Context: an optimization exercise on an open-source flow, tuned for small area, a short achievable clock period and few clock cycles per item. The choices shown serve that exercise and are no tape-out recipe.
No functional check of the RTL was part of any run shown here.
Power and IR drop assume default switching activity.

## flow/design.v (module list and top-level ports; edited modules follow where they fit)
// module elastic_alu: 660 lines
// module csa_fa: 10 lines
// module csa_ha: 9 lines
// module csa_x2: 7 lines
// module csa_mj: 8 lines
module elastic_alu (
	input logic clk,
	input logic rst,
	input logic [31:0] lhs,
	input logic [3:0] lhs_op,
	input logic lhs_valid,
	output logic lhs_ready,
	input logic [31:0] rhs,
	input logic rhs_valid,
	output logic rhs_ready,
	output logic [31:0] result,
	output logic result_valid,
	input logic result_ready
);
  // ...
==> flow/flow/run.sh <==
#!/bin/bash
# The standard layout (standard.sh) with two changes to the ORFS run:
#  - timing repair aims at a larger setup slack (SETUP_SLACK_MARGIN), so the
#    layout is sped up beyond the 10 ns clock it must meet;
#  - the port buffers are buf_2 cells rather than the delay-cell buffer that
#    buffer_ports picks by default (every port still gets its own buffer).
# The make output goes to make_flow.log; ORFS keeps each tool's log under orfs/logs.
set -euo pipefail
MARGIN=${MARGIN:-6.5}
PORTBUF=${PORTBUF:-sky130_fd_sc_hd__buf_2}
sed "s/\"\\\${@:-finish}\"/SETUP_SLACK_MARGIN=$MARGIN 'BUFFER_PORTS_ARGS=-buffer_cell $PORTBUF' \"\${@:-finish}\"/" standard.sh > flow/standard_own.sh
grep -q "SETUP_SLACK_MARGIN=$MARGIN" flow/standard_own.sh
bash flow/standard_own.sh > make_flow.log 2>&1
==> flow/flow/standard_own.sh <==
#!/bin/bash
# The standard flow's own layout of this design, on the ORFS make targets given (by default finish). After
# finish it leaves the final layout's DEF at /design/flow/out/final.def.
set -euo pipefail
make -C /OpenROAD-flow-scripts/flow DESIGN_CONFIG=/design/flow/config.mk WORK_HOME=/design/flow/orfs CLKGATE_MAP_FILE= SYNTH_SCRIPT=/design/flow/synth_recipe.tcl CAP_MARGIN=20 CORE_MARGIN=2 CORE_UTILIZATION=40 SLEW_MARGIN=20 SYNTH_HIERARCHICAL=1 SETUP_SLACK_MARGIN=6.5 'BUFFER_PORTS_ARGS=-buffer_cell sky130_fd_sc_hd__buf_2' "${@:-finish}"
if [[ -f /design/flow/orfs/results/sky130hd/elastic_alu/base/6_final.odb ]]; then
  : # left out here: write the final layout as DEF
fi
==> flow/standard.sh <==
#!/bin/bash
# synth_recipe.tcl (not shown) runs the flow's synth.tcl, then flattens the netlist and writes it again
# the make line also repeats each setting of config.mk as NAME=value (left out here)
make -C /OpenROAD-flow-scripts/flow DESIGN_CONFIG=/design/flow/config.mk WORK_HOME=/design/flow/orfs CLKGATE_MAP_FILE= SYNTH_SCRIPT=/design/flow/synth_recipe.tcl "${@:-finish}"
==> flow/config.mk <==
export PLATFORM = sky130hd
export DESIGN_NAME = elastic_alu
export DESIGN_NICKNAME = elastic_alu
export VERILOG_FILES = /design/flow/design.v
export SDC_FILE = /design/flow/constraint.sdc
export NUM_CORES = 4
export LEC_CHECK = 0
export CAP_MARGIN = 20
export CORE_MARGIN = 2
export CORE_UTILIZATION = 40
export SLEW_MARGIN = 20
export SYNTH_HIERARCHICAL = 1
==> flow/constraint.sdc <==
create_clock -name core_clock -period 10.0 [get_ports {clk}]
set_input_delay 2.0000 -clock core_clock [delete_from_list [all_inputs] [get_ports {clk}]]
set_output_delay 2.0000 -clock core_clock [all_outputs]
set_load 0.01 [all_outputs]
==> qor.tcl, run 1 <==
set qor(data_arrival_time_of_the_worst_path_ns) 3.74
set qor(hold_violations_final) 0
set qor(syn-instance-count) 2626
set qor(timing.hold.worst_path_depth) 0
set qor(worstSetupPathDepth) 6
set qor(p_sw_w) 0.0006147
set qor(synth_top_family_by_area) {adder cells}
set qor(layout.buffer.nonclock.area_share_pct) 4.920
set qor(synth-simple-area-share_pct) 5.933
set qor(layout.cells.most_common_list) {316 x sky130_fd_sc_hd__xnor2_1, 314 x sky130_fd_sc_hd__edfxtp_1, 262 x sky130_fd_sc_hd__a22oi_1, 169 x sky130_fd_sc_hd__xor2_1, 156 x sky130_fd_sc_hd__ha_1}
set qor(tapcell.inserted) 940
set qor(grt_usage_pct) 23.83
set qor(route.top_layer_used) {met4}
set qor(pwr.group.sequential_w) 0.00146
set qor(globalplace.congestion) 0.9007
set qor(slowest_stage) {sky130_fd_sc_hd__edfxtp_1}
set qor(m1WireLength_um) 35860
set qor(grt_first_pass_wirelength_um) 130900
set qor(share_seq_of_total_power_pct) 49.6
set qor(unrepaired_setup_endpoints_after_global_routing) {yes}
set qor(worstHoldPathType) {reg2reg}
set qor(wl_per_cell_um) 23.99
set qor(drc) 0
set qor(ys_seq_area_share_pct) 34.38
set qor(regArea_um2) 9629
set qor(worst_hold_path.endpoint) {b_sc}
set qor(clock_tree_from_tritoncts) {yes}
set qor(run_status) {timing/DRC/antenna clean}
set qor(grt_util_met3_pct) 3.370
==> run 2, diff against run 1 <==
--- a/flow/design.v
+++ b/flow/design.v
@@ -163,17 +163,17 @@
 			pp11[i] = ((one[11] & ll[i+1]) | (two[11] & ll[i])) ^ neg[11];
 			pp12[i] = ((one[12] & ll[i+1]) | (two[12] & ll[i])) ^ neg[12];
 			pp13[i] = ((one[13] & ll[i+1]) | (two[13] & ll[i])) ^ neg[13];
 			pp14[i] = ((one[14] & ll[i+1]) | (two[14] & ll[i])) ^ neg[14];
 			pp15[i] = ((one[15] & ll[i+1]) | (two[15] & ll[i])) ^ neg[15];
 		end
 	end
 	logic [31:0] tx, ty, sum, rx;
-	logic t1, t2, t3, t4, t5, t6, t7, t8, t9, t10, t11, t12, t13, t14, t15, t16, t17, t18, t19, t20, t21, t22, t23, t24, t25, t26, t27, t28, t29, t30, t31, t32, t33, t34, t35, t36, t37, t38, t39, t40, t41, t42, t43, t44, t45, t46, t47, t48, t49, t50, t51, t52, t53, t54, t55, t56, t57, t58, t59, t60, t61, t62, t63, t64, t65, t66, t67, t68, t69, t70, t71, t72, t73, t74, t75, t76, t77, t78, t79, t80, t81, t82, t83, t84, t85, t86, t87, t88, t89, t90, t91, t92, t93, t94, t95, t96, t97, t98, t99, t100, t101, t102, t103, t104, t105, t106, t107, t108, t109, t110, t111, t112, t113, t114, t115, t116, t117, t118, t119, t120, t121, t122, t123, t124, t125, t126, t127, t128, t129, t130, t131, t132, t133, t134, t135, t136, t137, t138, t139, t140, t141, t142, t143, t144, t145, t146, t147, t148, t149, t150, t151, t152, t153, t154, t155, t156, t157, t158, t159, t160, t161, t162, t163, t164, t165, t166, t167, t168, t169, t170, t171, t172, t173, t174, t175, t176, t177, t178, t179, t180, t181, t182, t183, t184, t185, t186, t187, t188, t189, t190, t191, t192, t193, t194, t195, t196, t197, t198, t199, t200, t201, t202, t203, t204, t205, t206, t207, t208, t209, t210, t211, t212, t213, t214, t215, t216, t217, t218, t219, t220, t221, t222, t223, t224, t225, t226, t227, t228, t229, t230, t231, t232, t233, t234, t235, t236, t237, t238, t239, t240, t241, t242, t243, t244, t245, t246, t247, t248, t249, t250, t251, t252, t253, t254, t255, t256, t257, t258, t259, t260, t261, t262, t263, t264, t265, t266, t267, t268, t269, t270, t271, t272, t273, t274, t275, t276, t277, t278, t279, t280, t281, t282, t283, t284, t285, t286, t287, t288, t289, t290, t291, t292, t293, t294, t295, t296, t297, t298, t299, t300, t301, t302, t303, t304, t305, t306, t307, t308, t309, t310, t311, t312, t313, t314, t315, t316, t317, t318, t319, t320, t321, t322, t323, t324, t325, t326, t327, t328, t329, t330, t331, t332, t333, t334, t335, t336, t337, t338, t339, t340, t341, t342, t343, t344, t345, t346, t347, t348, t349, t350, t351, t352, t353, t354, t355, t356, t357, t358, t359, t360, t361, t362, t363, t364, t365, t366, t367, t368, t369, t370, t371, t372, t373, t374, t375, t376, t377, t378, t379, t380, t381, t382, t383, t384, t385, t386, t387, t388, t389, t390, t391, t392, t393, t394, t395, t396, t397, t398, t399, t400, t401, t402, t403, t404, t405, t406, t407, t408, t409, t410, t411, t412, t413, t414, t415, t416, t417, t418, t419, t420, t421, t422, t423, t424, t425, t426, t427, t428, t429, t430, t431, t432, t433, t434, t435, t436, t437;
+	logic t1, t2, t3, t4, t5, t6, t7, t8, t9, t10, t11, t12, t13, t14, t15, t16, t17, t18, t19, t20, t21, t22, t23, t24, t25, t26, t27, t28, t29, t30, t31, t32, t33, t34, t35, t36, t37, t38, t39, t40, t41, t42, t43, t44, t45, t46, t47, t48, t49, t50, t51, t52, t53, t54, t55, t56, t57, t58, t59, t60, t61, t62, t63, t64, t65, t66, t67, t68, t69, t70, t71, t72, t73, t74, t75, t76, t77, t78, t79, t80, t81, t82, t83, t84, t85, t86, t87, t88, t89, t90, t91, t92, t93, t94, t95, t96, t97, t98, t99, t100, t101, t102, t103, t104, t105, t106, t107, t108, t109, t110, t111, t112, t113, t114, t115, t116, t117, t118, t119, t120, t121, t122, t123, t124, t125, t126, t127, t128, t129, t130, t131, t132, t133, t134, t135, t136, t137, t138, t139, t140, t141, t142, t143, t144, t145, t146, t147, t148, t149, t150, t151, t152, t153, t154, t155, t156, t157, t158, t159, t160, t161, t162, t163, t164, t165, t166, t167, t168, t169, t170, t171, t172, t173, t174, t175, t176, t177, t178, t179, t180, t181, t182, t183, t184, t185, t186, t187, t188, t189, t190, t191, t192, t193, t194, t195, t196, t197, t198, t199, t200, t201, t202, t203, t204, t205, t206, t207, t208, t209, t210, t211, t212, t213, t214, t215, t216, t217, t218, t219, t220, t221, t222, t223, t224, t225, t226, t227, t228, t229, t230, t231, t232, t233, t234, t235, t236, t237, t238, t239, t240, t241, t242, t243, t244, t245, t246, t247, t248, t249, t250, t251, t252, t253, t254, t255, t256, t257, t258, t259, t260, t261, t262, t263, t264, t265, t266, t267, t268, t269, t270, t271, t272, t273, t274, t275, t276, t277, t278, t279, t280, t281, t282, t283, t284, t285, t286, t287, t288, t289, t290, t291, t292, t293, t294, t295, t296, t297, t298, t299, t300, t301, t302, t303, t304, t305, t306, t307, t308, t309, t310, t311, t312, t313, t314, t315, t316, t317, t318, t319, t320, t321, t322, t323, t324, t325, t326, t327, t328, t329, t330, t331, t332, t333, t334, t335, t336, t337, t338, t339, t340, t341, t342, t343, t344, t345, t346, t347, t348, t349, t350, t351, t352, t353, t354, t355, t356, t357, t358, t359, t360, t361, t362, t363, t364, t365, t366, t367, t368, t369, t370, t371, t372, t373, t374, t375, t376, t377, t378, t379, t380, t381, t382, t383, t384, t385, t386, t387, t388, t389, t390, t391, t392, t393, t394, t395, t396, t397, t398, t399, t400, t401, t402, t403, t404, t405, t406, t407, t408, t409, t410, t411, t412, t413, t414, t415, t416, t417, t418, t419, t420, t421, t422, t423, t424, t425, t426, t427, t428, t429, t430, t431, t432, t433, t434, t435, t436, t437, t438, t439, t440, t441, t442, t443, t444, t445, t446, t447, t448, t449, t450, t451, t452, t453, t454, t455, t456, t457, t458, t459, t460, t461, t462, t463, t464, t465, t466, t467, t468, t469, t470, t471, t472, t473, t474, t475, t476, t477, t478, t479, t480, t481, t482, t483, t484, t485;
 	csa_ha t1_h (.a(neg[12]), .b(pp0[24]), .s(t1), .co(t2));
 	csa_ha t3_h (.a(pp0[25]), .b(pp10[5]), .s(t3), .co(t4));
 	csa_fa t5_f (.a(neg[13]), .b(pp0[26]), .c(pp10[6]), .s(t5), .co(t6));
 	csa_ha t7_h (.a(pp11[4]), .b(pp12[2]), .s(t7), .co(t8));
 	csa_fa t9_f (.a(pp0[27]), .b(pp10[7]), .c(pp11[5]), .s(t9), .co(t10));
 	csa_ha t11_h (.a(pp12[3]), .b(pp13[1]), .s(t11), .co(t12));
 	csa_fa t13_f (.a(neg[14]), .b(pp0[28]), .c(pp10[8]), .s(t13), .co(t14));
 	csa_fa t15_f (.a(pp11[6]), .b(pp12[4]), .c(pp13[2]), .s(t15), .co(t16));
@@ -267,267 +267,363 @@
 	csa_fa t176_f (.a(pp5[7]), .b(pp6[5]), .c(pp7[3]), .s(t176), .co(t177));
 	csa_fa t178_f (.a(pp8[1]), .b(t41), .c(t42), .s(t178), .co(t179));
 	csa_fa t180_f (.a(pp4[10]), .b(pp5[8]), .c(pp6[6]), .s(t180), .co(t181));
 	csa_fa t182_f (.a(pp7[4]), .b(pp8[2]), .c(pp9[0]), .s(t182), .co(t183));
 	csa_fa t184_f (.a(t43), .b(t46), .c(t44), .s(t184), .co(t185));
 	csa_fa t186_f (.a(pp5[9]), .b(pp6[7]), .c(pp7[5]), .s(t186), .co(t187));
 	csa_fa t188_f (.a(pp8[3]), .b(pp9[1]), .c(t47), .s(t188), .co(t189));
 	csa_fa t190_f (.a(t50), .b(t45), .c(t48), .s(t190), .co(t191));
-	csa_fa t192_f (.a(pp6[8]), .b(pp7[6]), .c(pp8[4]), .s(t192), .co(t193));
-	csa_fa t194_f (.a(pp9[2]), .b(t51), .c(t56), .s(t194), .co(t195));
-	csa_fa t196_f (.a(t49), .b(t52), .c(t54), .s(t196), .co(t197));
-	csa_fa t198_f (.a(pp7[7]), .b(pp8[5]), .c(pp9[3]), .s(t198), .co(t199));
-	csa_fa t200_f (.a(t57), .b(t62), .c(t53), .s(t200), .co(t201));
-	csa_fa t202_f (.a(t55), .b(t58), .c(t60), .s(t202), .co(t203));
-	csa_fa t204_f (.a(pp8[6]), .b(pp9[4]), .c(t63), .s(t204), .co(t205));
-	csa_fa t206_f (.a(t70), .b(t59), .c(t61), .s(t206), .co(t207));
-	csa_fa t208_f (.a(t64), .b(t66), .c(t68), .s(t208), .co(t209));
-	csa_fa t210_f (.a(pp9[5]), .b(t71), .c(t78), .s(t210), .co(t211));
-	csa_fa t212_f (.a(t65), .b(t67), .c(t69), .s(t212), .co(t213));
-	csa_fa t214_f (.a(t72), .b(t74), .c(t76), .s(t214), .co(t215));
-	csa_fa t216_f (.a(t79), .b(t1), .c(t73), .s(t216), .co(t217));
-	csa_fa t218_f (.a(t75), .b(t77), .c(t80), .s(t218), .co(t219));
-	csa_fa t220_f (.a(t82), .b(t84), .c(t86), .s(t220), .co(t221));
-	csa_fa t222_f (.a(t3), .b(t81), .c(t83), .s(t222), .co(t223));
-	csa_fa t224_f (.a(t85), .b(t87), .c(t88), .s(t224), .co(t225));
-	csa_fa t226_f (.a(t90), .b(t92), .c(t94), .s(t226), .co(t227));
-	csa_fa t228_f (.a(t89), .b(t91), .c(t93), .s(t228), .co(t229));
-	csa_fa t230_f (.a(t100), .b(t5), .c(t96), .s(t230), .co(t231));
-	csa_fa t232_f (.a(t98), .b(t95), .c(t102), .s(t232), .co(t233));
-	csa_fa t234_f (.a(t101), .b(t97), .c(t99), .s(t234), .co(t235));
-	csa_fa t236_f (.a(t104), .b(t106), .c(t108), .s(t236), .co(t237));
-	csa_fa t238_f (.a(t9), .b(t103), .c(t110), .s(t238), .co(t239));
-	csa_x2 t241_x (.a(t105), .b(t107), .y(t241));
-	csa_x2 t240_x (.a(t241), .b(t109), .y(t240));
-	csa_mj t242_m (.a(t105), .b(t107), .c(t109), .y(t242));
-	csa_x2 t244_x (.a(t112), .b(t114), .y(t244));
-	csa_x2 t243_x (.a(t244), .b(t15), .y(t243));
-	csa_mj t245_m (.a(t112), .b(t114), .c(t15), .y(t245));
-	csa_x2 t247_x (.a(t116), .b(t111), .y(t247));
-	csa_x2 t246_x (.a(t247), .b(t118), .y(t246));
-	csa_mj t248_m (.a(t116), .b(t111), .c(t118), .y(t248));
-	csa_x2 t250_x (.a(t113), .b(t115), .y(t250));
-	csa_x2 t249_x (.a(t250), .b(t120), .y(t249));
-	csa_mj t251_m (.a(t113), .b(t115), .c(t120), .y(t251));
-	csa_x2 t253_x (.a(t122), .b(t21), .y(t253));
-	csa_x2 t252_x (.a(t253), .b(t117), .y(t252));
-	csa_mj t254_m (.a(t122), .b(t21), .c(t117), .y(t254));
-	csa_x2 t256_x (.a(t124), .b(t119), .y(t256));
-	csa_x2 t255_x (.a(t256), .b(t126), .y(t255));
-	csa_mj t257_m (.a(t124), .b(t119), .c(t126), .y(t257));
-	csa_x2 t259_x (.a(t121), .b(t123), .y(t259));
-	csa_x2 t258_x (.a(t259), .b(t128), .y(t258));
-	csa_mj t260_m (.a(t121), .b(t123), .c(t128), .y(t260));
-	csa_x2 t262_x (.a(t130), .b(t29), .y(t262));
-	csa_x2 t261_x (.a(t262), .b(t125), .y(t261));
-	csa_mj t263_m (.a(t130), .b(t29), .c(t125), .y(t263));
-	csa_x2 t265_x (.a(t127), .b(t132), .y(t265));
-	csa_x2 t264_x (.a(t265), .b(t134), .y(t264));
-	csa_mj t266_m (.a(t127), .b(t132), .c(t134), .y(t266));
-	csa_x2 t268_x (.a(t129), .b(t131), .y(t268));
-	csa_x2 t267_x (.a(t268), .b(t136), .y(t267));
-	csa_x2 t270_x (.a(t37), .b(t138), .y(t270));
-	csa_x2 t269_x (.a(t270), .b(t133), .y(t269));
-	csa_x2 t272_x (.a(t140), .b(t142), .y(t272));
-	csa_x2 t271_x (.a(t272), .b(t135), .y(t271));
-	csa_ha t273_h (.a(neg[3]), .b(pp0[6]), .s(t273), .co(t274));
-	csa_ha t275_h (.a(pp0[7]), .b(pp1[5]), .s(t275), .co(t276));
-	csa_fa t277_f (.a(neg[4]), .b(pp0[8]), .c(pp1[6]), .s(t277), .co(t278));
-	csa_ha t279_h (.a(pp2[4]), .b(pp3[2]), .s(t279), .co(t280));
-	csa_fa t281_f (.a(pp0[9]), .b(pp1[7]), .c(pp2[5]), .s(t281), .co(t282));
-	csa_ha t283_h (.a(pp3[3]), .b(pp4[1]), .s(t283), .co(t284));
-	csa_fa t285_f (.a(pp1[8]), .b(pp2[6]), .c(pp3[4]), .s(t285), .co(t286));
-	csa_fa t287_f (.a(pp4[2]), .b(pp5[0]), .c(t144), .s(t287), .co(t288));
-	csa_fa t289_f (.a(pp2[7]), .b(pp3[5]), .c(pp4[3]), .s(t289), .co(t290));
-	csa_fa t291_f (.a(pp5[1]), .b(t145), .c(t146), .s(t291), .co(t292));
-	csa_fa t293_f (.a(pp4[4]), .b(pp5[2]), .c(pp6[0]), .s(t293), .co(t294));
-	csa_fa t295_f (.a(t147), .b(t150), .c(t148), .s(t295), .co(t296));
-	csa_fa t297_f (.a(pp5[3]), .b(pp6[1]), .c(t151), .s(t297), .co(t298));
-	csa_fa t299_f (.a(t154), .b(t149), .c(t152), .s(t299), .co(t300));
-	csa_fa t301_f (.a(pp7[0]), .b(t155), .c(t160), .s(t301), .co(t302));
-	csa_fa t303_f (.a(t153), .b(t156), .c(t158), .s(t303), .co(t304));
-	csa_fa t305_f (.a(t161), .b(t166), .c(t157), .s(t305), .co(t306));
-	csa_fa t307_f (.a(t159), .b(t162), .c(t164), .s(t307), .co(t308));
-	csa_fa t309_f (.a(t167), .b(t163), .c(t165), .s(t309), .co(t310));
-	csa_fa t311_f (.a(t168), .b(t170), .c(t172), .s(t311), .co(t312));
-	csa_fa t313_f (.a(t169), .b(t171), .c(t174), .s(t313), .co(t314));
-	csa_fa t315_f (.a(t176), .b(t173), .c(t178), .s(t315), .co(t316));
-	csa_fa t317_f (.a(t175), .b(t177), .c(t180), .s(t317), .co(t318));
-	csa_fa t319_f (.a(t182), .b(t179), .c(t184), .s(t319), .co(t320));
-	csa_fa t321_f (.a(t181), .b(t183), .c(t186), .s(t321), .co(t322));
-	csa_fa t323_f (.a(t188), .b(t185), .c(t190), .s(t323), .co(t324));
-	csa_fa t325_f (.a(t187), .b(t192), .c(t189), .s(t325), .co(t326));
-	csa_fa t327_f (.a(t194), .b(t191), .c(t196), .s(t327), .co(t328));
-	csa_fa t329_f (.a(t193), .b(t198), .c(t195), .s(t329), .co(t330));
-	csa_fa t331_f (.a(t197), .b(t200), .c(t202), .s(t331), .co(t332));
-	csa_fa t333_f (.a(t199), .b(t204), .c(t201), .s(t333), .co(t334));
-	csa_fa t335_f (.a(t203), .b(t206), .c(t208), .s(t335), .co(t336));
-	csa_fa t337_f (.a(t205), .b(t210), .c(t207), .s(t337), .co(t338));
-	csa_fa t339_f (.a(t209), .b(t212), .c(t214), .s(t339), .co(t340));
-	csa_fa t341_f (.a(t211), .b(t213), .c(t215), .s(t341), .co(t342));
-	csa_fa t343_f (.a(t216), .b(t218), .c(t220), .s(t343), .co(t344));
-	csa_fa t345_f (.a(t217), .b(t219), .c(t221), .s(t345), .co(t346));
-	csa_fa t347_f (.a(t222), .b(t224), .c(t226), .s(t347), .co(t348));
-	csa_fa t349_f (.a(t223), .b(t225), .c(t228), .s(t349), .co(t350));
-	csa_fa t351_f (.a(t230), .b(t227), .c(t232), .s(t351), .co(t352));
-	csa_fa t353_f (.a(t229), .b(t231), .c(t234), .s(t353), .co(t354));
-	csa_fa t355_f (.a(t236), .b(t233), .c(t238), .s(t355), .co(t356));
-	csa_x2 t358_x (.a(t235), .b(t240), .y(t358));
-	csa_x2 t357_x (.a(t358), .b(t237), .y(t357));
-	csa_mj t359_m (.a(t235), .b(t240), .c(t237), .y(t359));
-	csa_x2 t361_x (.a(t243), .b(t246), .y(t361));
-	csa_x2 t360_x (.a(t361), .b(t239), .y(t360));
-	csa_mj t362_m (.a(t243), .b(t246), .c(t239), .y(t362));
-	csa_x2 t364_x (.a(t242), .b(t249), .y(t364));
-	csa_x2 t363_x (.a(t364), .b(t245), .y(t363));
-	csa_mj t365_m (.a(t242), .b(t249), .c(t245), .y(t365));
-	csa_x2 t367_x (.a(t252), .b(t255), .y(t367));
-	csa_x2 t366_x (.a(t367), .b(t248), .y(t366));
-	csa_mj t368_m (.a(t252), .b(t255), .c(t248), .y(t368));
-	csa_x2 t370_x (.a(t258), .b(t251), .y(t370));
-	csa_x2 t369_x (.a(t370), .b(t261), .y(t369));
-	csa_mj t371_m (.a(t258), .b(t251), .c(t261), .y(t371));
-	csa_x2 t373_x (.a(t254), .b(t264), .y(t373));
-	csa_x2 t372_x (.a(t373), .b(t257), .y(t372));
-	csa_mj t374_m (.a(t254), .b(t264), .c(t257), .y(t374));
-	csa_x2 t376_x (.a(t267), .b(t260), .y(t376));
-	csa_x2 t375_x (.a(t376), .b(t269), .y(t375));
-	csa_x2 t378_x (.a(t263), .b(t271), .y(t378));
-	csa_x2 t377_x (.a(t378), .b(t266), .y(t377));
-	csa_ha t379_h (.a(neg[2]), .b(pp0[4]), .s(t379), .co(t380));
-	csa_ha t381_h (.a(pp0[5]), .b(pp1[3]), .s(t381), .co(t382));
-	csa_fa t383_f (.a(pp1[4]), .b(pp2[2]), .c(pp3[0]), .s(t383), .co(t384));
-	csa_fa t385_f (.a(pp2[3]), .b(pp3[1]), .c(t274), .s(t385), .co(t386));
-	csa_fa t387_f (.a(pp4[0]), .b(t276), .c(t279), .s(t387), .co(t388));
-	csa_fa t389_f (.a(t280), .b(t283), .c(t278), .s(t389), .co(t390));
-	csa_fa t391_f (.a(t284), .b(t282), .c(t285), .s(t391), .co(t392));
-	csa_fa t393_f (.a(t286), .b(t289), .c(t288), .s(t393), .co(t394));
-	csa_fa t395_f (.a(t290), .b(t293), .c(t292), .s(t395), .co(t396));
-	csa_fa t397_f (.a(t294), .b(t297), .c(t296), .s(t397), .co(t398));
-	csa_fa t399_f (.a(t298), .b(t301), .c(t300), .s(t399), .co(t400));
-	csa_fa t401_f (.a(t302), .b(t304), .c(t305), .s(t401), .co(t402));
-	csa_fa t403_f (.a(t306), .b(t308), .c(t309), .s(t403), .co(t404));
-	csa_fa t405_f (.a(t310), .b(t313), .c(t312), .s(t405), .co(t406));
-	csa_fa t407_f (.a(t314), .b(t317), .c(t316), .s(t407), .co(t408));
-	csa_fa t409_f (.a(t318), .b(t321), .c(t320), .s(t409), .co(t410));
-	csa_fa t411_f (.a(t322), .b(t325), .c(t324), .s(t411), .co(t412));
-	csa_fa t413_f (.a(t326), .b(t329), .c(t328), .s(t413), .co(t414));
-	csa_fa t415_f (.a(t330), .b(t333), .c(t332), .s(t415), .co(t416));
-	csa_fa t417_f (.a(t334), .b(t337), .c(t336), .s(t417), .co(t418));
-	csa_fa t419_f (.a(t338), .b(t341), .c(t340), .s(t419), .co(t420));
-	csa_fa t421_f (.a(t342), .b(t345), .c(t344), .s(t421), .co(t422));
-	csa_fa t423_f (.a(t346), .b(t349), .c(t348), .s(t423), .co(t424));
-	csa_fa t425_f (.a(t350), .b(t353), .c(t352), .s(t425), .co(t426));
-	csa_x2 t428_x (.a(t357), .b(t354), .y(t428));
-	csa_x2 t427_x (.a(t428), .b(t360), .y(t427));
-	csa_mj t429_m (.a(t357), .b(t354), .c(t360), .y(t429));
-	csa_x2 t431_x (.a(t359), .b(t363), .y(t431));
-	csa_x2 t430_x (.a(t431), .b(t362), .y(t430));
-	csa_mj t432_m (.a(t359), .b(t363), .c(t362), .y(t432));
-	csa_x2 t434_x (.a(t365), .b(t369), .y(t434));
-	csa_x2 t433_x (.a(t434), .b(t368), .y(t433));
-	csa_mj t435_m (.a(t365), .b(t369), .c(t368), .y(t435));
-	csa_x2 t437_x (.a(t371), .b(t375), .y(t437));
-	csa_x2 t436_x (.a(t437), .b(t374), .y(t436));
+	csa_x2 t193_x (.a(pp6[8]), .b(pp7[6]), .y(t193));
+	csa_x2 t192_x (.a(t193), .b(pp8[4]), .y(t192));
+	csa_mj t194_m (.a(pp6[8]), .b(pp7[6]), .c(pp8[4]), .y(t194));
+	csa_x2 t196_x (.a(pp9[2]), .b(t51), .y(t196));
+	csa_x2 t195_x (.a(t196), .b(t56), .y(t195));
+	csa_mj t197_m (.a(pp9[2]), .b(t51), .c(t56), .y(t197));
+	csa_x2 t199_x (.a(t49), .b(t52), .y(t199));
+	csa_x2 t198_x (.a(t199), .b(t54), .y(t198));
+	csa_mj t200_m (.a(t49), .b(t52), .c(t54), .y(t200));
+	csa_x2 t202_x (.a(pp7[7]), .b(pp8[5]), .y(t202));
+	csa_x2 t201_x (.a(t202), .b(pp9[3]), .y(t201));
+	csa_mj t203_m (.a(pp7[7]), .b(pp8[5]), .c(pp9[3]), .y(t203));
+	csa_x2 t205_x (.a(t57), .b(t62), .y(t205));
+	csa_x2 t204_x (.a(t205), .b(t53), .y(t204));
+	csa_mj t206_m (.a(t57), .b(t62), .c(t53), .y(t206));
+	csa_x2 t208_x (.a(t55), .b(t58), .y(t208));
+	csa_x2 t207_x (.a(t208), .b(t60), .y(t207));
+	csa_mj t209_m (.a(t55), .b(t58), .c(t60), .y(t209));
+	csa_x2 t211_x (.a(pp8[6]), .b(pp9[4]), .y(t211));
+	csa_x2 t210_x (.a(t211), .b(t63), .y(t210));
+	csa_mj t212_m (.a(pp8[6]), .b(pp9[4]), .c(t63), .y(t212));
+	csa_x2 t214_x (.a(t70), .b(t59), .y(t214));
+	csa_x2 t213_x (.a(t214), .b(t61), .y(t213));
+	csa_mj t215_m (.a(t70), .b(t59), .c(t61), .y(t215));
+	csa_x2 t217_x (.a(t64), .b(t66), .y(t217));
+	csa_x2 t216_x (.a(t217), .b(t68), .y(t216));
+	csa_mj t218_m (.a(t64), .b(t66), .c(t68), .y(t218));
+	csa_x2 t220_x (.a(pp9[5]), .b(t71), .y(t220));
+	csa_x2 t219_x (.a(t220), .b(t78), .y(t219));
+	csa_mj t221_m (.a(pp9[5]), .b(t71), .c(t78), .y(t221));
+	csa_x2 t223_x (.a(t65), .b(t67), .y(t223));
+	csa_x2 t222_x (.a(t223), .b(t69), .y(t222));
+	csa_mj t224_m (.a(t65), .b(t67), .c(t69), .y(t224));
+	csa_x2 t226_x (.a(t72), .b(t74), .y(t226));
+	csa_x2 t225_x (.a(t226), .b(t76), .y(t225));
+	csa_mj t227_m (.a(t72), .b(t74), .c(t76), .y(t227));
+	csa_x2 t229_x (.a(t79), .b(t1), .y(t229));
+	csa_x2 t228_x (.a(t229), .b(t73), .y(t228));
+	csa_mj t230_m (.a(t79), .b(t1), .c(t73), .y(t230));
+	csa_x2 t232_x (.a(t75), .b(t77), .y(t232));
+	csa_x2 t231_x (.a(t232), .b(t80), .y(t231));
+	csa_mj t233_m (.a(t75), .b(t77), .c(t80), .y(t233));
+	csa_x2 t235_x (.a(t82), .b(t84), .y(t235));
+	csa_x2 t234_x (.a(t235), .b(t86), .y(t234));
+	csa_mj t236_m (.a(t82), .b(t84), .c(t86), .y(t236));
+	csa_x2 t238_x (.a(t3), .b(t81), .y(t238));
+	csa_x2 t237_x (.a(t238), .b(t83), .y(t237));
+	csa_mj t239_m (.a(t3), .b(t81), .c(t83), .y(t239));
+	csa_x2 t241_x (.a(t85), .b(t87), .y(t241));
+	csa_x2 t240_x (.a(t241), .b(t88), .y(t240));
+	csa_mj t242_m (.a(t85), .b(t87), .c(t88), .y(t242));
+	csa_x2 t244_x (.a(t90), .b(t92), .y(t244));
+	csa_x2 t243_x (.a(t244), .b(t94), .y(t243));
+	csa_mj t245_m (.a(t90), .b(t92), .c(t94), .y(t245));
+	csa_x2 t247_x (.a(t89), .b(t91), .y(t247));
+	csa_x2 t246_x (.a(t247), .b(t93), .y(t246));
+	csa_mj t248_m (.a(t89), .b(t91), .c(t93), .y(t248));
+	csa_x2 t250_x (.a(t100), .b(t5), .y(t250));
+	csa_x2 t249_x (.a(t250), .b(t96), .y(t249));
+	csa_mj t251_m (.a(t100), .b(t5), .c(t96), .y(t251));
+	csa_x2 t253_x (.a(t98), .b(t95), .y(t253));
+	csa_x2 t252_x (.a(t253), .b(t102), .y(t252));
+	csa_mj t254_m (.a(t98), .b(t95), .c(t102), .y(t254));
+	csa_x2 t256_x (.a(t101), .b(t97), .y(t256));
+	csa_x2 t255_x (.a(t256), .b(t99), .y(t255));
+	csa_mj t257_m (.a(t101), .b(t97), .c(t99), .y(t257));
+	csa_x2 t259_x (.a(t104), .b(t106), .y(t259));
+	csa_x2 t258_x (.a(t259), .b(t108), .y(t258));
+	csa_mj t260_m (.a(t104), .b(t106), .c(t108), .y(t260));
+	csa_x2 t262_x (.a(t9), .b(t103), .y(t262));
+	csa_x2 t261_x (.a(t262), .b(t110), .y(t261));
+	csa_mj t263_m (.a(t9), .b(t103), .c(t110), .y(t263));
+	csa_x2 t265_x (.a(t105), .b(t107), .y(t265));
+	csa_x2 t264_x (.a(t265), .b(t109), .y(t264));
+	csa_mj t266_m (.a(t105), .b(t107), .c(t109), .y(t266));
+	csa_x2 t268_x (.a(t112), .b(t114), .y(t268));
+	csa_x2 t267_x (.a(t268), .b(t15), .y(t267));
+	csa_mj t269_m (.a(t112), .b(t114), .c(t15), .y(t269));
+	csa_x2 t271_x (.a(t116), .b(t111), .y(t271));
+	csa_x2 t270_x (.a(t271), .b(t118), .y(t270));
+	csa_mj t272_m (.a(t116), .b(t111), .c(t118), .y(t272));
+	csa_x2 t274_x (.a(t113), .b(t115), .y(t274));
+	csa_x2 t273_x (.a(t274), .b(t120), .y(t273));
+	csa_mj t275_m (.a(t113), .b(t115), .c(t120), .y(t275));
+	csa_x2 t277_x (.a(t122), .b(t21), .y(t277));
+	csa_x2 t276_x (.a(t277), .b(t117), .y(t276));
+	csa_mj t278_m (.a(t122), .b(t21), .c(t117), .y(t278));
+	csa_x2 t280_x (.a(t124), .b(t119), .y(t280));
+	csa_x2 t279_x (.a(t280), .b(t126), .y(t279));
+	csa_mj t281_m (.a(t124), .b(t119), .c(t126), .y(t281));
+	csa_x2 t283_x (.a(t121), .b(t123), .y(t283));
+	csa_x2 t282_x (.a(t283), .b(t128), .y(t282));
+	csa_mj t284_m (.a(t121), .b(t123), .c(t128), .y(t284));
+	csa_x2 t286_x (.a(t130), .b(t29), .y(t286));
+	csa_x2 t285_x (.a(t286), .b(t125), .y(t285));
+	csa_mj t287_m (.a(t130), .b(t29), .c(t125), .y(t287));
+	csa_x2 t289_x (.a(t127), .b(t132), .y(t289));
+	csa_x2 t288_x (.a(t289), .b(t134), .y(t288));
+	csa_mj t290_m (.a(t127), .b(t132), .c(t134), .y(t290));
+	csa_x2 t292_x (.a(t129), .b(t131), .y(t292));
+	csa_x2 t291_x (.a(t292), .b(t136), .y(t291));
+	csa_x2 t294_x (.a(t37), .b(t138), .y(t294));
+	csa_x2 t293_x (.a(t294), .b(t133), .y(t293));
+	csa_x2 t296_x (.a(t140), .b(t142), .y(t296));
+	csa_x2 t295_x (.a(t296), .b(t135), .y(t295));
+	csa_ha t297_h (.a(neg[3]), .b(pp0[6]), .s(t297), .co(t298));
+	csa_ha t299_h (.a(pp0[7]), .b(pp1[5]), .s(t299), .co(t300));
+	csa_fa t301_f (.a(neg[4]), .b(pp0[8]), .c(pp1[6]), .s(t301), .co(t302));
+	csa_ha t303_h (.a(pp2[4]), .b(pp3[2]), .s(t303), .co(t304));
+	csa_fa t305_f (.a(pp0[9]), .b(pp1[7]), .c(pp2[5]), .s(t305), .co(t306));
+	csa_ha t307_h (.a(pp3[3]), .b(pp4[1]), .s(t307), .co(t308));
+	csa_fa t309_f (.a(pp1[8]), .b(pp2[6]), .c(pp3[4]), .s(t309), .co(t310));
+	csa_fa t311_f (.a(pp4[2]), .b(pp5[0]), .c(t144), .s(t311), .co(t312));
+	csa_fa t313_f (.a(pp2[7]), .b(pp3[5]), .c(pp4[3]), .s(t313), .co(t314));
+	csa_fa t315_f (.a(pp5[1]), .b(t145), .c(t146), .s(t315), .co(t316));
+	csa_fa t317_f (.a(pp4[4]), .b(pp5[2]), .c(pp6[0]), .s(t317), .co(t318));
+	csa_fa t319_f (.a(t147), .b(t150), .c(t148), .s(t319), .co(t320));
+	csa_fa t321_f (.a(pp5[3]), .b(pp6[1]), .c(t151), .s(t321), .co(t322));
+	csa_fa t323_f (.a(t154), .b(t149), .c(t152), .s(t323), .co(t324));
+	csa_fa t325_f (.a(pp7[0]), .b(t155), .c(t160), .s(t325), .co(t326));
+	csa_fa t327_f (.a(t153), .b(t156), .c(t158), .s(t327), .co(t328));
+	csa_fa t329_f (.a(t161), .b(t166), .c(t157), .s(t329), .co(t330));
+	csa_fa t331_f (.a(t159), .b(t162), .c(t164), .s(t331), .co(t332));
+	csa_fa t333_f (.a(t167), .b(t163), .c(t165), .s(t333), .co(t334));
+	csa_fa t335_f (.a(t168), .b(t170), .c(t172), .s(t335), .co(t336));
+	csa_fa t337_f (.a(t169), .b(t171), .c(t174), .s(t337), .co(t338));
+	csa_fa t339_f (.a(t176), .b(t173), .c(t178), .s(t339), .co(t340));
+	csa_fa t341_f (.a(t175), .b(t177), .c(t180), .s(t341), .co(t342));
+	csa_fa t343_f (.a(t182), .b(t179), .c(t184), .s(t343), .co(t344));
+	csa_fa t345_f (.a(t181), .b(t183), .c(t186), .s(t345), .co(t346));
+	csa_fa t347_f (.a(t188), .b(t185), .c(t190), .s(t347), .co(t348));
+	csa_x2 t350_x (.a(t187), .b(t192), .y(t350));
+	csa_x2 t349_x (.a(t350), .b(t189), .y(t349));
+	csa_mj t351_m (.a(t187), .b(t192), .c(t189), .y(t351));
+	csa_x2 t353_x (.a(t195), .b(t191), .y(t353));
+	csa_x2 t352_x (.a(t353), .b(t198), .y(t352));
+	csa_mj t354_m (.a(t195), .b(t191), .c(t198), .y(t354));
+	csa_x2 t356_x (.a(t194), .b(t201), .y(t356));
+	csa_x2 t355_x (.a(t356), .b(t197), .y(t355));
+	csa_mj t357_m (.a(t194), .b(t201), .c(t197), .y(t357));
+	csa_x2 t359_x (.a(t204), .b(t200), .y(t359));
+	csa_x2 t358_x (.a(t359), .b(t207), .y(t358));
+	csa_mj t360_m (.a(t204), .b(t200), .c(t207), .y(t360));
+	csa_x2 t362_x (.a(t203), .b(t210), .y(t362));
+	csa_x2 t361_x (.a(t362), .b(t206), .y(t361));
+	csa_mj t363_m (.a(t203), .b(t210), .c(t206), .y(t363));
+	csa_x2 t365_x (.a(t213), .b(t209), .y(t365));
+	csa_x2 t364_x (.a(t365), .b(t216), .y(t364));
+	csa_mj t366_m (.a(t213), .b(t209), .c(t216), .y(t366));
+	csa_x2 t368_x (.a(t212), .b(t219), .y(t368));
+	csa_x2 t367_x (.a(t368), .b(t215), .y(t367));
+	csa_mj t369_m (.a(t212), .b(t219), .c(t215), .y(t369));
+	csa_x2 t371_x (.a(t222), .b(t218), .y(t371));
+	csa_x2 t370_x (.a(t371), .b(t225), .y(t370));
+	csa_mj t372_m (.a(t222), .b(t218), .c(t225), .y(t372));
+	csa_x2 t374_x (.a(t221), .b(t228), .y(t374));
+	csa_x2 t373_x (.a(t374), .b(t224), .y(t373));
+	csa_mj t375_m (.a(t221), .b(t228), .c(t224), .y(t375));
+	csa_x2 t377_x (.a(t231), .b(t227), .y(t377));
+	csa_x2 t376_x (.a(t377), .b(t234), .y(t376));
+	csa_mj t378_m (.a(t231), .b(t227), .c(t234), .y(t378));
+	csa_x2 t380_x (.a(t230), .b(t237), .y(t380));
+	csa_x2 t379_x (.a(t380), .b(t240), .y(t379));
+	csa_mj t381_m (.a(t230), .b(t237), .c(t240), .y(t381));
+	csa_x2 t383_x (.a(t233), .b(t236), .y(t383));
+	csa_x2 t382_x (.a(t383), .b(t243), .y(t382));
+	csa_mj t384_m (.a(t233), .b(t236), .c(t243), .y(t384));
+	csa_x2 t386_x (.a(t239), .b(t246), .y(t386));
+	csa_x2 t385_x (.a(t386), .b(t242), .y(t385));
+	csa_mj t387_m (.a(t239), .b(t246), .c(t242), .y(t387));
+	csa_x2 t389_x (.a(t249), .b(t252), .y(t389));
+	csa_x2 t388_x (.a(t389), .b(t245), .y(t388));
+	csa_mj t390_m (.a(t249), .b(t252), .c(t245), .y(t390));
+	csa_x2 t392_x (.a(t248), .b(t255), .y(t392));
+	csa_x2 t391_x (.a(t392), .b(t251), .y(t391));
+	csa_mj t393_m (.a(t248), .b(t255), .c(t251), .y(t393));
+	csa_x2 t395_x (.a(t258), .b(t261), .y(t395));
+	csa_x2 t394_x (.a(t395), .b(t254), .y(t394));
+	csa_mj t396_m (.a(t258), .b(t261), .c(t254), .y(t396));
+	csa_x2 t398_x (.a(t257), .b(t264), .y(t398));
+	csa_x2 t397_x (.a(t398), .b(t260), .y(t397));
+	csa_mj t399_m (.a(t257), .b(t264), .c(t260), .y(t399));
+	csa_x2 t401_x (.a(t267), .b(t270), .y(t401));
+	csa_x2 t400_x (.a(t401), .b(t263), .y(t400));
+	csa_mj t402_m (.a(t267), .b(t270), .c(t263), .y(t402));
+	csa_x2 t404_x (.a(t266), .b(t273), .y(t404));
+	csa_x2 t403_x (.a(t404), .b(t269), .y(t403));
+	csa_mj t405_m (.a(t266), .b(t273), .c(t269), .y(t405));
+	csa_x2 t407_x (.a(t276), .b(t279), .y(t407));
+	csa_x2 t406_x (.a(t407), .b(t272), .y(t406));
+	csa_mj t408_m (.a(t276), .b(t279), .c(t272), .y(t408));
+	csa_x2 t410_x (.a(t282), .b(t275), .y(t410));
+	csa_x2 t409_x (.a(t410), .b(t285), .y(t409));
+	csa_mj t411_m (.a(t282), .b(t275), .c(t285), .y(t411));
+	csa_x2 t413_x (.a(t278), .b(t288), .y(t413));
+	csa_x2 t412_x (.a(t413), .b(t281), .y(t412));
+	csa_mj t414_m (.a(t278), .b(t288), .c(t281), .y(t414));
+	csa_x2 t416_x (.a(t291), .b(t284), .y(t416));
+	csa_x2 t415_x (.a(t416), .b(t293), .y(t415));
+	csa_x2 t418_x (.a(t287), .b(t295), .y(t418));
+	csa_x2 t417_x (.a(t418), .b(t290), .y(t417));
+	csa_ha t419_h (.a(neg[2]), .b(pp0[4]), .s(t419), .co(t420));
+	csa_ha t421_h (.a(pp0[5]), .b(pp1[3]), .s(t421), .co(t422));
+	csa_fa t423_f (.a(pp1[4]), .b(pp2[2]), .c(pp3[0]), .s(t423), .co(t424));
+	csa_fa t425_f (.a(pp2[3]), .b(pp3[1]), .c(t298), .s(t425), .co(t426));
+	csa_fa t427_f (.a(pp4[0]), .b(t300), .c(t303), .s(t427), .co(t428));
+	csa_fa t429_f (.a(t304), .b(t307), .c(t302), .s(t429), .co(t430));
+	csa_fa t431_f (.a(t308), .b(t306), .c(t309), .s(t431), .co(t432));
+	csa_fa t433_f (.a(t310), .b(t313), .c(t312), .s(t433), .co(t434));
+	csa_fa t435_f (.a(t314), .b(t317), .c(t316), .s(t435), .co(t436));
+	csa_fa t437_f (.a(t318), .b(t321), .c(t320), .s(t437), .co(t438));
+	csa_fa t439_f (.a(t322), .b(t325), .c(t324), .s(t439), .co(t440));
+	csa_fa t441_f (.a(t326), .b(t328), .c(t329), .s(t441), .co(t442));
+	csa_fa t443_f (.a(t330), .b(t332), .c(t333), .s(t443), .co(t444));
+	csa_fa t445_f (.a(t334), .b(t337), .c(t336), .s(t445), .co(t446));
+	csa_fa t447_f (.a(t338), .b(t341), .c(t340), .s(t447), .co(t448));
+	csa_fa t449_f (.a(t342), .b(t345), .c(t344), .s(t449), .co(t450));
+	csa_x2 t452_x (.a(t349), .b(t346), .y(t452));
+	csa_x2 t451_x (.a(t452), .b(t352), .y(t451));
+	csa_mj t453_m (.a(t349), .b(t346), .c(t352), .y(t453));
+	csa_x2 t455_x (.a(t355), .b(t351), .y(t455));
+	csa_x2 t454_x (.a(t455), .b(t354), .y(t454));
+	csa_mj t456_m (.a(t355), .b(t351), .c(t354), .y(t456));
+	csa_x2 t458_x (.a(t361), .b(t357), .y(t458));
+	csa_x2 t457_x (.a(t458), .b(t360), .y(t457));
+	csa_mj t459_m (.a(t361), .b(t357), .c(t360), .y(t459));
+	csa_x2 t461_x (.a(t367), .b(t363), .y(t461));
+	csa_x2 t460_x (.a(t461), .b(t366), .y(t460));
+	csa_mj t462_m (.a(t367), .b(t363), .c(t366), .y(t462));
+	csa_x2 t464_x (.a(t369), .b(t373), .y(t464));
+	csa_x2 t463_x (.a(t464), .b(t372), .y(t463));
+	csa_mj t465_m (.a(t369), .b(t373), .c(t372), .y(t465));
+	csa_x2 t467_x (.a(t375), .b(t379), .y(t467));
+	csa_x2 t466_x (.a(t467), .b(t378), .y(t466));
+	csa_mj t468_m (.a(t375), .b(t379), .c(t378), .y(t468));
+	csa_x2 t470_x (.a(t381), .b(t385), .y(t470));
+	csa_x2 t469_x (.a(t470), .b(t384), .y(t469));
+	csa_mj t471_m (.a(t381), .b(t385), .c(t384), .y(t471));
+	csa_x2 t473_x (.a(t387), .b(t391), .y(t473));
+	csa_x2 t472_x (.a(t473), .b(t390), .y(t472));
+	csa_mj t474_m (.a(t387), .b(t391), .c(t390), .y(t474));
+	csa_x2 t476_x (.a(t393), .b(t397), .y(t476));
+	csa_x2 t475_x (.a(t476), .b(t396), .y(t475));
+	csa_mj t477_m (.a(t393), .b(t397), .c(t396), .y(t477));
+	csa_x2 t479_x (.a(t399), .b(t403), .y(t479));
+	csa_x2 t478_x (.a(t479), .b(t402), .y(t478));
+	csa_mj t480_m (.a(t399), .b(t403), .c(t402), .y(t480));
+	csa_x2 t482_x (.a(t405), .b(t409), .y(t482));
+	csa_x2 t481_x (.a(t482), .b(t408), .y(t481));
+	csa_mj t483_m (.a(t405), .b(t409), .c(t408), .y(t483));
+	csa_x2 t485_x (.a(t411), .b(t415), .y(t485));
+	csa_x2 t484_x (.a(t485), .b(t414), .y(t484));
 	logic q0_0, q0_1, q1_0, q2_0, q2_1, q2_2, q3_0, q3_1, q4_0, q4_1, q4_2, q5_0, q5_1, q5_2, q6_0, q6_1, q6_2, q7_0, q7_1, q7_2, q8_0, q8_1, q8_2, q9_0, q9_1, q9_2, q10_0, q10_1, q10_2, q11_0, q11_1, q11_2, q12_0, q12_1, q12_2, q13_0, q13_1, q13_2, q14_0, q14_1, q14_2, q15_0, q15_1, q15_2, q16_0, q16_1, q16_2, q17_0, q17_1, q17_2, q18_0, q18_1, q18_2, q19_0, q19_1, q19_2, q20_0, q20_1, q20_2, q21_0, q21_1, q21_2, q22_0, q22_1, q22_2, q23_0, q23_1, q23_2, q24_0, q24_1, q24_2, q25_0, q25_1, q25_2, q26_0, q26_1, q26_2, q27_0, q27_1, q27_2, q28_0, q28_1, q28_2, q29_0, q29_1, q29_2, q30_0, q30_1, q30_2, q31_0, q31_1, q31_2;
 	always_ff @(posedge clk) begin
 		if (adv) begin
 			q0_0 <= x0;
 			q0_1 <= pp0[0];
 			q1_0 <= pp0[1];
 			q2_0 <= neg[1];
 			q2_1 <= pp0[2];
 			q2_2 <= pp1[0];
 			q3_0 <= pp0[3];
 			q3_1 <= pp1[1];
-			q4_0 <= t379;
+			q4_0 <= t419;
 			q4_1 <= pp1[2];
 			q4_2 <= pp2[0];
-			q5_0 <= t381;
+			q5_0 <= t421;
 			q5_1 <= pp2[1];
-			q5_2 <= t380;
-			q6_0 <= t383;
-			q6_1 <= t273;
-			q6_2 <= t382;
-			q7_0 <= t385;
-			q7_1 <= t275;
-			q7_2 <= t384;
-			q8_0 <= t387;
-			q8_1 <= t277;
-			q8_2 <= t386;
-			q9_0 <= t389;
-			q9_1 <= t281;
-			q9_2 <= t388;
-			q10_0 <= t391;
-			q10_1 <= t287;
-			q10_2 <= t390;
-			q11_0 <= t393;
-			q11_1 <= t291;
-			q11_2 <= t392;
-			q12_0 <= t395;
-			q12_1 <= t295;
-			q12_2 <= t394;
-			q13_0 <= t397;
-			q13_1 <= t299;
-			q13_2 <= t396;
-			q14_0 <= t399;
-			q14_1 <= t303;
-			q14_2 <= t398;
-			q15_0 <= t401;
-			q15_1 <= t307;
-			q15_2 <= t400;
-			q16_0 <= t403;
-			q16_1 <= t311;
-			q16_2 <= t402;
-			q17_0 <= t405;
-			q17_1 <= t315;
-			q17_2 <= t404;
-			q18_0 <= t407;
-			q18_1 <= t319;
-			q18_2 <= t406;
-			q19_0 <= t409;
-			q19_1 <= t323;
-			q19_2 <= t408;
-			q20_0 <= t411;
-			q20_1 <= t327;
-			q20_2 <= t410;
-			q21_0 <= t413;
-			q21_1 <= t331;
-			q21_2 <= t412;
-			q22_0 <= t415;
-			q22_1 <= t335;
-			q22_2 <= t414;
-			q23_0 <= t417;
-			q23_1 <= t339;
-			q23_2 <= t416;
-			q24_0 <= t419;
-			q24_1 <= t343;
-			q24_2 <= t418;
-			q25_0 <= t421;
-			q25_1 <= t347;
-			q25_2 <= t420;
-			q26_0 <= t423;
-			q26_1 <= t351;
-			q26_2 <= t422;
-			q27_0 <= t425;
-			q27_1 <= t355;
-			q27_2 <= t424;
-			q28_0 <= t427;
-			q28_1 <= t356;
-			q28_2 <= t426;
-			q29_0 <= t430;
-			q29_1 <= t366;
-			q29_2 <= t429;
-			q30_0 <= t433;
-			q30_1 <= t372;
-			q30_2 <= t432;
-			q31_0 <= t436;
-			q31_1 <= t377;
-			q31_2 <= t435;
+			q5_2 <= t420;
+			q6_0 <= t423;
+			q6_1 <= t297;
+			q6_2 <= t422;
+			q7_0 <= t425;
+			q7_1 <= t299;
+			q7_2 <= t424;
+			q8_0 <= t427;
+			q8_1 <= t301;
+			q8_2 <= t426;
+			q9_0 <= t429;
+			q9_1 <= t305;
+			q9_2 <= t428;
+			q10_0 <= t431;
+			q10_1 <= t311;
+			q10_2 <= t430;
+			q11_0 <= t433;
+			q11_1 <= t315;
+			q11_2 <= t432;
+			q12_0 <= t435;
+			q12_1 <= t319;
+			q12_2 <= t434;
+			q13_0 <= t437;
+			q13_1 <= t323;
+			q13_2 <= t436;
+			q14_0 <= t439;
+			q14_1 <= t327;
+			q14_2 <= t438;
+			q15_0 <= t441;
+			q15_1 <= t331;
+			q15_2 <= t440;
+			q16_0 <= t443;
+			q16_1 <= t335;
+			q16_2 <= t442;
+			q17_0 <= t445;
+			q17_1 <= t339;
+			q17_2 <= t444;
+			q18_0 <= t447;
+			q18_1 <= t343;
+			q18_2 <= t446;
+			q19_0 <= t449;
+			q19_1 <= t347;
+			q19_2 <= t448;
+			q20_0 <= t451;
+			q20_1 <= t348;
+			q20_2 <= t450;
+			q21_0 <= t454;
+			q21_1 <= t358;
+			q21_2 <= t453;
+			q22_0 <= t457;
+			q22_1 <= t364;
+			q22_2 <= t456;
+			q23_0 <= t460;
+			q23_1 <= t370;
+			q23_2 <= t459;
+			q24_0 <= t463;
+			q24_1 <= t376;
+			q24_2 <= t462;
+			q25_0 <= t466;
+			q25_1 <= t382;
+			q25_2 <= t465;
+			q26_0 <= t469;
+			q26_1 <= t388;
+			q26_2 <= t468;
+			q27_0 <= t472;
+			q27_1 <= t394;
+			q27_2 <= t471;
+			q28_0 <= t475;
+			q28_1 <= t400;
+			q28_2 <= t474;
+			q29_0 <= t478;
+			q29_1 <= t406;
+			q29_2 <= t477;
+			q30_0 <= t481;
+			q30_1 <= t412;
+			q30_2 <= t480;
+			q31_0 <= t484;
+			q31_1 <= t417;
+			q31_2 <= t483;
 		end
 	end
 	logic u1, u2, u3, u4, u5, u6, u7, u8, u9, u10, u11, u12, u13, u14, u15, u16, u17, u18, u19, u20, u21, u22, u23, u24, u25, u26, u27, u28, u29, u30, u31, u32, u33, u34, u35, u36, u37, u38, u39, u40, u41, u42, u43, u44, u45, u46, u47, u48, u49, u50, u51, u52, u53, u54, u55, u56, u57, u58, u59, u60, u61, u62, u63, u64, u65, u66, u67, u68, u69, u70, u71, u72, u73, u74, u75, u76, u77, u78, u79, u80, u81, u82, u83, u84, u85, u86, u87;
 	csa_ha u1_h (.a(q2_0), .b(q2_1), .s(u1), .co(u2));
 	csa_ha u3_h (.a(q3_0), .b(q3_1), .s(u3), .co(u4));
 	csa_x2 u6_x (.a(q4_0), .b(q4_1), .y(u6));
 	csa_x2 u5_x (.a(u6), .b(q4_2), .y(u5));
 	csa_mj u7_m (.a(q4_0), .b(q4_1), .c(q4_2), .y(u7));
==> run 2 against run 1 <==
Sequential power is essentially flat. Wire length shrank 3.1%. Largest power group unchanged. Die area grew 0.79%. Critical path depth up 5. Critical path type unchanged. Cell count grew 1.5%. Via count fell by 0.52%. Register-to-register slack better by 0.04 ns. Clock power hardly changed.
==> qor.tcl, run 2 <==
set qor(timing.hold.worst_path_depth) 0 ;# unchanged
set qor(postSynthAreaPerCell_um2) 10.35
set qor(crit_path_start_kind) {flip-flop}
set qor(dr.pass1.iters) 6
set qor(post_synth_instance_area_um2) 28230
set qor(drt_first_iter_violations) 1978
set qor(synth_nets) 3069
set qor(detailed_place.area_um2) 29470
set qor(setup_violations) 0
set qor(globalplace.congestion) 0.9188 ;# +2.0%
set qor(clock_tree_from_tritoncts) {yes}
set qor(sw_frac_of_total_pct) 20.23
set qor(maximum_level_of_the_cts_h_tree) 2
set qor(design.portCount) 108
set qor(cell_with_the_most_instances_after_synthesis) {sky130_fd_sc_hd__edfxtp_1}
set qor(worstRegToRegCells) 11
set qor(timing.clock.skew_ns) 0.02178
set qor(asyncSetResetFlopFracSynth_pct) 2.484
set qor(clkSlewWorstSetupHoldPaths_ns) 0.06
set qor(grt_overflow) 0
set qor(synth-edff-count) 314
set qor(r2r-end) {o_d[26]}
set qor(met2_wirelength_um) 40080
set qor(synth.ff_latch_count) 322
set qor(finalWorstSetupSlack_ns) 6.583
set qor(worstSetupPathType) {reg2reg}
set qor(rr_startpoint) {q12_1}
set qor(p_sw_w) 0.0005997 ;# -2.4%
set qor(fp.dieArea_um2) 72730
set qor(internal-power_w) 0.002365
set qor(worstPathMaxFanout) 6
set qor(stdcell_area_um2) 31260
set qor(drc) 0 ;# unchanged
set qor(ys.flop_type) {sky130_fd_sc_hd__edfxtp_1}
set qor(final_sum_of_negative_setup_slack_ns) 0
set qor(route.top_layer_used) {met4}
set qor(yosysWarnings) 7
set qor(final_net_count) 3056
set qor(floorplan.die.height_um) 269.7
set qor(run_status) {timing/DRC/antenna clean}
set qor(finalMaxSlewViolations) 0
set qor(logic_gate_share_of_total_power_pct) 0.5
set qor(critical_path.endpoint_type) {flip-flop}
set qor(cp.required_ns) 10.27
set qor(num_antenna_cells) 0
set qor(grt_first_pass_wirelength_um) 127800 ;# -2.4%
set qor(root_buffer) {sky130_fd_sc_hd__clkbuf_16}
set qor(grt_pass1_vias) 21150
set qor(synth_top_cell_by_area) {sky130_fd_sc_hd__edfxtp_1}
set qor(m1WireLength_um) 35050 ;# -2.2%
set qor(pin_count_of_the_biggest_net_entering_global_routing) 116
set qor(worst_slew_pin_slew_ns) 1.065
set qor(leakagePower_nw) 12.09
set qor(clk-insertion-delay-late_ns) 0.57
set qor(ys_seq_area_share_pct) 34.10 ;# -0.28 points
set qor(vias) 21420
set qor(detailed_place_hpwl_um) 60160
set qor(core_area_um2) 69910
set qor(data_arrival_time_of_the_worst_path_ns) 3.68 ;# -0.06 ns
set qor(cts_inserted_buffers) 39
set qor(wl_per_cell_um) 22.90 ;# -4.5%
set qor(route.detailed.vias_per_inst) 5.813
set qor(dpl_worst_slack_ns) 6.187
set qor(worstHoldPathType) {reg2reg}
set qor(cts_hold_buffers) 0
set qor(timing.fmax_ghz) 0.2927
set qor(syn-instance-count) 2729 ;# +3.9%
set qor(worst_hold_path.endpoint) {b_sc}
set qor(synthTopCellsByCount) {314 x sky130_fd_sc_hd__edfxtp_1, 309 x sky130_fd_sc_hd__xnor2_1, 275 x sky130_fd_sc_hd__xor2_1, 257 x sky130_fd_sc_hd__a22oi_1, 188 x sky130_fd_sc_hd__clkbuf_1}
set qor(drive_above_1_share_pct) 15.23
set qor(die-width_um) 269.7
set qor(unrepaired_setup_endpoints_after_global_routing) {yes}
set qor(grt_usage_pct) 22.36 ;# -1.5 points
set qor(number_of_antenna_violations_at_the_first_check_in_global_routing) 0
set qor(timing.max_cap.violations) 0
set qor(clock_power_share_pct) 50.1
set qor(area_delta_synth_final_pct) 10.71
set qor(fp-row-count) 97
set qor(clock_path_buffers) 3
set qor(min_period_over_period_pct) 34.17
set qor(layout.cells.most_common_list) {314 x sky130_fd_sc_hd__edfxtp_1, 309 x sky130_fd_sc_hd__xnor2_1, 273 x sky130_fd_sc_hd__xor2_1, 257 x sky130_fd_sc_hd__a22oi_1, 174 x sky130_fd_sc_hd__a21oi_1}
set qor(power_density_nw_per_um2) 94.83
set qor(postRouteWirelength_um) 84390
set qor(clock_sinks) 322
set qor(drt.antenna.violating_nets) 0
set qor(finish.utilization_pct) 44.71
set qor(met3_length_um) 5122
set qor(initial_utilization_pct) 40.39
set qor(whs_ns) 0.4210
set qor(post_synth_main_area_contributors) {sky130_fd_sc_hd__edfxtp_1 33%, sky130_fd_sc_hd__xnor2_1 9.6%, sky130_fd_sc_hd__xor2_1 8.5%, sky130_fd_sc_hd__fa_1 7.3%, sky130_fd_sc_hd__ha_1 7.3%}
set qor(share_seq_of_total_power_pct) 49.4 ;# -0.2 points
set qor(synth_cell_types) 75
set qor(timing.reg2reg.setup_slack_ns) 6.58
set qor(min-delay-start) {c_sc}
set qor(layout.cells.most_common) {sky130_fd_sc_hd__edfxtp_1}
set qor(maxSlewHeadroom_pct) 29.03
set qor(hold_violations_final) 0 ;# unchanged
set qor(period_needed_ns) 3.417
set qor(portion_of_synthesized_cell_area_occupied_by_the_leading_cell_type_pct) 33.40
set qor(worst_ir_drop_vdd_v) 0.0001527
set qor(buffer_ports.inserted) 107
==> run 2: changes by cell type in the layout (fill, tap and decap cells not counted), sizes merged, moves of 11 or more <==
cell	before	now
xor2	169	275
fa	151	103
maj3	46	93
buf	207	174
a21oi	158	184
nand2	97	123
a221oi	22	3
a31oi	15	30
nor2	110	99
nor3	36	25
==> run 2: power groups by stage <==
stage,Clock (W),Sequential [W],Combinational (W)
after global routing,0.00157,0.00146,0.0000186
final,0.00149,0.00146,0.0000162
after CTS,0.00152,0.00146,0.0000164
after detailed placement,0,0.00149,0.0000164
after floorplan,0,0.00149,0.00000159
after global placement,0,0.00149,0.0000161
==> run 2: timing repair <==
action / in CTS / in global routing
setup endpoints to repair: 20 / 26
pin swaps: 0 / 3
gates resized for setup: 7 / 37
cloned: 0 / 1
setup buffers: 3 / 17
==> run 2: worst max-delay path by stage <==
stage	from	slack [ns]	endpoint	depth (start not counted)
floorplan	sv	6.61	lbusy	5
global placement	a_inv	6.29	c_l[22]	12
detailed placement	a_inv	6.19	c_l[22]	12
CTS	a_inv	6.50	c_l[30]	12
global route	a_inv	6.41	c_l[30]	12
finish	q12_1	6.58	o_d[26]	11
==> run 2: cells by family (layout without fill, tap and decap cells) <==
family	count (synthesis)	count (layout)	share of synthesized area [%]
fa+ha+maj	360	360	18.28
simple gates	348	348	5.624
mux	68	68	2.553
buf+inv	321	337	4.321
compound gates	726	726	17.00
xor+xnor	584	584	18.12
flops	322	322	34.10
==> run 2: cell type report <==
| type | count | area (um2) |
|---|---|---|
| clock buffers | 45 | 1020 |
| clock inverters | 25 | 304.0 |
| fillers | 6637 | 38650 |
| inverters | 92 | 352.8 |
| multi-input cells | 2086 | 17600 |
| flip-flops and latches | 322 | 9629 |
| well taps | 940 | 1176 |
| repair buffers | 175 | 1175 |
==> run 2: worst max-delay path, stage by stage (launching register included) <==
cell and delay, ns:
sky130_fd_sc_hd__edfxtp_1 0.44, sky130_fd_sc_hd__maj3_2 0.36, sky130_fd_sc_hd__ha_1 0.40, sky130_fd_sc_hd__a21o_1 0.22, sky130_fd_sc_hd__a21o_1 0.19, sky130_fd_sc_hd__a21oi_1 0.20
sky130_fd_sc_hd__a21oi_1 0.08, sky130_fd_sc_hd__or3_1 0.42, sky130_fd_sc_hd__nor2_2 0.26, sky130_fd_sc_hd__o41ai_2 0.13, sky130_fd_sc_hd__xnor2_1 0.26, sky130_fd_sc_hd__o221ai_1 0.17
==> run 2: modules after synthesis (local to each module, per instance) <==
| module | area (um2) | cells |
|---|---|---|
| csa_ha | 12.51 | 1 |
| elastic_alu | 22880 | 2289 |
| csa_mj | 11.26 | 1 |
| csa_x2 | 8.758 | 1 |
| csa_fa | 20.02 | 1 |
==> run 2: metrics by stage <==
stage,std cells,total power [W]
floorplan,2729,0.001493
global placement,3591,0.001507
detailed placement,3591,0.001507
CTS,3664,0.003002
global route,3685,0.003053
finish,3685,0.002964
==> run 2: layer usage <==
| layer | up-vias | global-route usage, % |
|---|---|---|
| li1 | 9811 | - |
| met3 | 186 | 2.859 |
| met5 | - | 0 |
| met4 | 0 | 10.58 |
| met2 | 902 | 37.05 |
| met1 | 10520 | 28.99 |

-- port drivers added, routing unchanged --
In the flow no input, the clock included, has a driving cell. The finished layouts below were timed again as built, in two steps.
Step 1, drivers: a clkbuf_16 drives clk and a buf_2 each remaining input, both assumed.
Step 2, shift: input delay + t, output delay - t, t = (earliest + latest rising clock arrival at the registers) / 2. This alone moves slack from input paths to output paths.
Three values: ideal, step 1, step 2; two values: the first two.
run | t, ns | setup slack, ns | hold slack, ns | worst slew at a driven data input, ns | cell pins on the clock port's net
run 1 | 0.635 | 6.545 / 6.545 / 6.545 | 0.420 / 0.420 / 0.420 | 0.04 | 1
run 2 | 0.629 | 6.583 / 6.583 / 6.583 | 0.421 / 0.421 / 0.421 | 0.05 | 1
After both steps setup and hold are still met in every run listed.
